Context: an optimization exercise on an open-source flow, tuned for small area. The choices shown serve that exercise and are no tape-out recipe.
At most, simulation tests tie the RTL to the original design; equivalence was not proved.
No activity file was given, so power comes from the tool's default toggle rates.

== the reference run ==
Design calc_chip, start of the top module:
module calc_chip (
  input  logic        clk,
  input  logic        rst_n,
  input  logic        key_valid,
  input  logic [3:0]  key_code,
  input  logic        equals,
  input  logic        save,
  input  logic        page_up,
  input  logic        page_down,
  output logic [15:0] out1,
  output logic [15:0] out2
);
Settings: LEC_CHECK=0, CAP_MARGIN=20, CORE_MARGIN=2, CORE_UTILIZATION=40, SLEW_MARGIN=20; clock period 45.0 ns.
standard.sh (not shown) runs the stock make flow with config.mk's settings and CLKGATE_MAP_FILE= SYNTH_SCRIPT=/design/flow/synth_recipe.tcl, a recipe that flattens the netlist after the stock synthesis.
==> flow/flow/run.sh <==
#!/bin/bash
# Own layout flow: the standard ORFS flow, with a synthesis script that
# differs from the standard one only in technology mapping (full adders only
# from extract_fa, and an area-oriented ABC script). Registers, flattening and
# renaming are as in the standard synthesis.
set -euo pipefail
HERE=$(pwd)
OWN=$HERE/flow
mkdir -p $HERE/own

# the standard synthesis script of this ORFS, with the two mapping changes
sed -e 's|^  extract_fa {\*}\[dont_use_extract_fa_args\]$|  extract_fa -fa|' \
    -e 's|^  log_cmd abc {\*}\$abc_args$|  log_cmd abc -script $::env(OWN_ABC_SCRIPT) {*}[lrange $abc_args 2 end]|' \
    $FLOW_HOME/scripts/synth.tcl > $HERE/own/synth_mod.tcl
grep -q '^  extract_fa -fa$' $HERE/own/synth_mod.tcl
grep -q 'OWN_ABC_SCRIPT' $HERE/own/synth_mod.tcl
sed -e "s|source \$::env(SCRIPTS_DIR)/synth.tcl|source $HERE/own/synth_mod.tcl|" synth_recipe.tcl > $HERE/own/synth_own.tcl
grep -q synth_mod.tcl $HERE/own/synth_own.tcl
export OWN_ABC_SCRIPT=$OWN/abc_own.script

# The standard flow's make command line, with our synthesis script
CMD=$(grep '^make ' standard.sh)
CMD=${CMD//SYNTH_SCRIPT=$HERE\/synth_recipe.tcl/SYNTH_SCRIPT=$HERE/own/synth_own.tcl}
CMD=${CMD//\"\$\{@:-finish\}\"/}
echo "$CMD $(cat $OWN/make_args.txt 2>/dev/null) finish" > $HERE/own_make_cmd.log
eval "$CMD $(cat $OWN/make_args.txt 2>/dev/null) finish" > $HERE/own_make.log 2>&1

B=$HERE/orfs/results/$FLOW_PLATFORM/calc_chip/base
: # left out here: write the final layout as DEF
==> flow/flow/abc_own.script <==
strash
&get -n
&st
&dch -x
&nf -R 2000 -C 32
&put
topo
==> flow/flow/make_args.txt <==
BUFFER_PORTS_ARGS="-buffer_cell sky130_fd_sc_hd__buf_1" CTS_ARGS="-sink_clustering_enable -repair_clock_nets -buf_list sky130_fd_sc_hd__clkbuf_8 -sink_clustering_size 20 -dont_use_dummy_load"
Both conditions hold for the reference run: the flow ran to the end and the final layout passed the timing, DRC and antenna checks.
Setup changes, the reference run to the trial run
==> flow/flow/abc_own.script <==
strash
&get -n
&st
&dch
&nf -R 1000
&put
topo
==> comparison <==
- Relative to the reference run, total power per unit cell area decreased by 0.57 nW/µm² in the trial run.
- Sort the reference run and the trial run by critical path depth, ascending, and the trial run comes first.
- In the flow results for the reference run and the trial run, the minimum clock period is smaller on the reference run.
- Compared the reference run against the trial run; core utilization within noise.
- Relative to the reference run, highest clock rate decreased by about 3.2% in the trial run.
- The trial run against the reference run: count of distinct cell types in the synthesized netlist went up, worst slack after detailed placement went down, via count went down, wire length went up, worst setup slack went down.
- The overall track demand over capacity in global routing of the trial run is lower than that of the reference run.

calc_chip, a different RTL version from the one above (not shown whole).
Size in the first run: roughly 180 flip-flops, about 43 I/O pins, ~9800 sq um of cells after synthesis.
==> flow/config.mk <==
export PLATFORM = sky130hd
export DESIGN_NAME = calc_chip
export DESIGN_NICKNAME = calc_chip
export VERILOG_FILES = /design/flow/design.v
export SDC_FILE = /design/flow/constraint.sdc
export NUM_CORES = 4
export LEC_CHECK = 0
export CAP_MARGIN = 20
export CORE_MARGIN = 2
export CORE_UTILIZATION = 40
export SLEW_MARGIN = 20
==> flow/constraint.sdc <==
create_clock -name core_clock -period 45.0 [get_ports {clk}]
set_input_delay 9.0000 -clock core_clock [delete_from_list [all_inputs] [get_ports {clk}]]
set_output_delay 9.0000 -clock core_clock [all_outputs]
set_load 0.01 [all_outputs]
==> flow/flow/abc_own.script <==
strash
&get -n
&st
&dch
&nf -R 1000
&put
topo
==> flow/flow/make_args.txt <==
BUFFER_PORTS_ARGS="-buffer_cell sky130_fd_sc_hd__buf_1" CTS_ARGS="-sink_clustering_enable -repair_clock_nets -buf_list sky130_fd_sc_hd__clkbuf_8 -sink_clustering_size 30 -sink_clustering_max_diameter 100 -sink_clustering_levels 1 -dont_use_dummy_load"
Scripts as last shown in full above: flow/flow/run.sh
Edit:
==> flow/flow/make_args.txt (replaced) <==
BUFFER_PORTS_ARGS="-buffer_cell sky130_fd_sc_hd__buf_1" CTS_ARGS="-sink_clustering_enable -repair_clock_nets -buf_list sky130_fd_sc_hd__clkbuf_8 -sink_clustering_size 20 -dont_use_dummy_load"
Settings changed: CORE_UTILIZATION 40 to 65.
Effect: The new run finished with timing, DRC and antenna clean. Fmax stays flat. Via count went up by 5.4%. Worst setup slack is better by 0.0034 ns. Worst hold slack is worse by 0.0033 ns. Routed wire length went up by 2.6%. Die area went down by 38%. Global-route usage went up by 11 points. Critical path depth is unchanged. Power went up by 0.95%. Design area went down by 1.8%.

north:
calc_chip, a different RTL version from the one above (not shown whole).
Size in the first run: ~950 cells after synthesis, ~43 I/O pins.
export LEC_CHECK = 0
export CAP_MARGIN = 20
export CORE_MARGIN = 2
export CORE_UTILIZATION = 40
export CTS_BUF_LIST = sky130_fd_sc_hd__clkbuf_8
export CTS_CLUSTER_SIZE = 20
export SLEW_MARGIN = 20
create_clock -name core_clock -period 45.0 [get_ports {clk}]
==> flow/flow/make_args.txt <==
BUFFER_PORTS_ARGS="-buffer_cell sky130_fd_sc_hd__buf_1"
Scripts as last shown in full above: flow/flow/run.sh, flow/flow/abc_own.script
Looking at the reports, north completed the entire flow and the layout it produced met the timing, DRC and antenna checks.
Changes in south relative to north:
==> flow/flow/make_args.txt <==
BUFFER_PORTS_ARGS="-buffer_cell sky130_fd_sc_hd__buf_1" CTS_ARGS="-sink_clustering_enable -repair_clock_nets -buf_list sky130_fd_sc_hd__clkbuf_8 -sink_clustering_size 20 -dont_use_dummy_load"
diff --git a/flow/config.mk b/flow/config.mk
--- a/flow/config.mk
+++ b/flow/config.mk
@@ -10,4 +10,2 @@
 export CORE_UTILIZATION = 40
-export CTS_BUF_LIST = sky130_fd_sc_hd__clkbuf_8
-export CTS_CLUSTER_SIZE = 20
 export SLEW_MARGIN = 20
[summary]
Global routing met2 resource utilization: south and north compared, lower one is north. south vs. north: total routed wirelength level; shortest clock period the worst path allows after layout lower. On total global-route track usage, north tracks south almost exactly. Going from north to south, synthesis-to-finish area growth shrinks by 1.7 points. Ratio of total power to cell area delta for south relative to north: about 2.4% lower. Re total power: south and north aren't equal, and the higher value belongs to north. [compare] base=north new=south: longest individual stage delay on the worst path level, routed via count moved down, fraction of the cycle the final worst path needs level.
No functional check of the RTL was part of any run of this note.

== ember ==
calc_chip with an RTL version that a note above also has.
For scale: ~43 I/O pins, ~9700 um^2 of cells after synthesis.
Settings: LEC_CHECK=0, CAP_MARGIN=20, CORE_MARGIN=2, CORE_UTILIZATION=40, GPL_ROUTABILITY_DRIVEN=0, GPL_TIMING_DRIVEN=0, SLEW_MARGIN=20; clock period 45.0 ns.
==> flow/flow/make_args.txt <==
BUFFER_PORTS_ARGS="-buffer_cell sky130_fd_sc_hd__buf_1" CTS_ARGS="-sink_clustering_enable -repair_clock_nets -buf_list sky130_fd_sc_hd__clkbuf_8 -sink_clustering_size 20 -dont_use_dummy_load"
Scripts as last shown in full above: flow/flow/run.sh, flow/flow/abc_own.script
Having completed the whole flow, ember delivered a layout that passed the timing, DRC and antenna checks.
Setup changes, ember to tundra
- GPL_ROUTABILITY_DRIVEN no longer set, was 0
- SLEW_MARGIN now 0, was 20
- GPL_TIMING_DRIVEN no longer set, was 0
- CAP_MARGIN now 0, was 20
### Flow results
- ember closes out successfully: all stages finished, all timing, DRC and antenna checks passed.
- tundra completed end to end with timing, DRC and antenna clean.
- Non-clock buffer count delta for tundra relative to ember: 6.3% higher
- Comparing tundra and ember, hold slack is higher on ember.
- Mapped cell area essentially unchanged between tundra and ember.
- Comparing tundra and ember, pin count of the biggest net entering global routing is higher on tundra.
- Summary: with ember as the reference, net switching power of the design in tundra moved up slightly.

## static timing again, ports no longer ideal
No port has a modelled driver above. Below, the same layouts with a new extraction and two added sets of constraints.
Step 1, drivers: a clkbuf_16 drives clk and a buf_2 each remaining input, both assumed.
Step 2, shift: input delay + t, output delay - t, t = (earliest + latest rising clock arrival at the registers) / 2. This alone moves slack from input paths to output paths.
a / b / c = ideal ports / drivers / drivers and shift; a / b = the first two.
run | t (ns) | slack for setup (ns) | cell pins on the clock port's net
the reference run | 0.474 | 29.808 / 29.808 / 29.808 | 1
the trial run | 0.456 | 29.306 / 29.306 / 29.306 | 1
the first run of note 2 | 0.468 | 30.099 / 30.099 / 30.099 | 1
the second run of note 2 | 0.468 | 30.103 / 30.103 / 30.103 | 1
north | 0.465 | 30.064 / 30.064 / 30.064 | 1
south | 0.448 | 30.101 / 30.101 / 30.101 | 1
ember | 0.474 | 29.043 / 29.043 / 29.043 | 1
tundra | 0.454 | 29.319 / 29.319 / 29.319 | 1
After both steps every run listed still meets setup and hold.
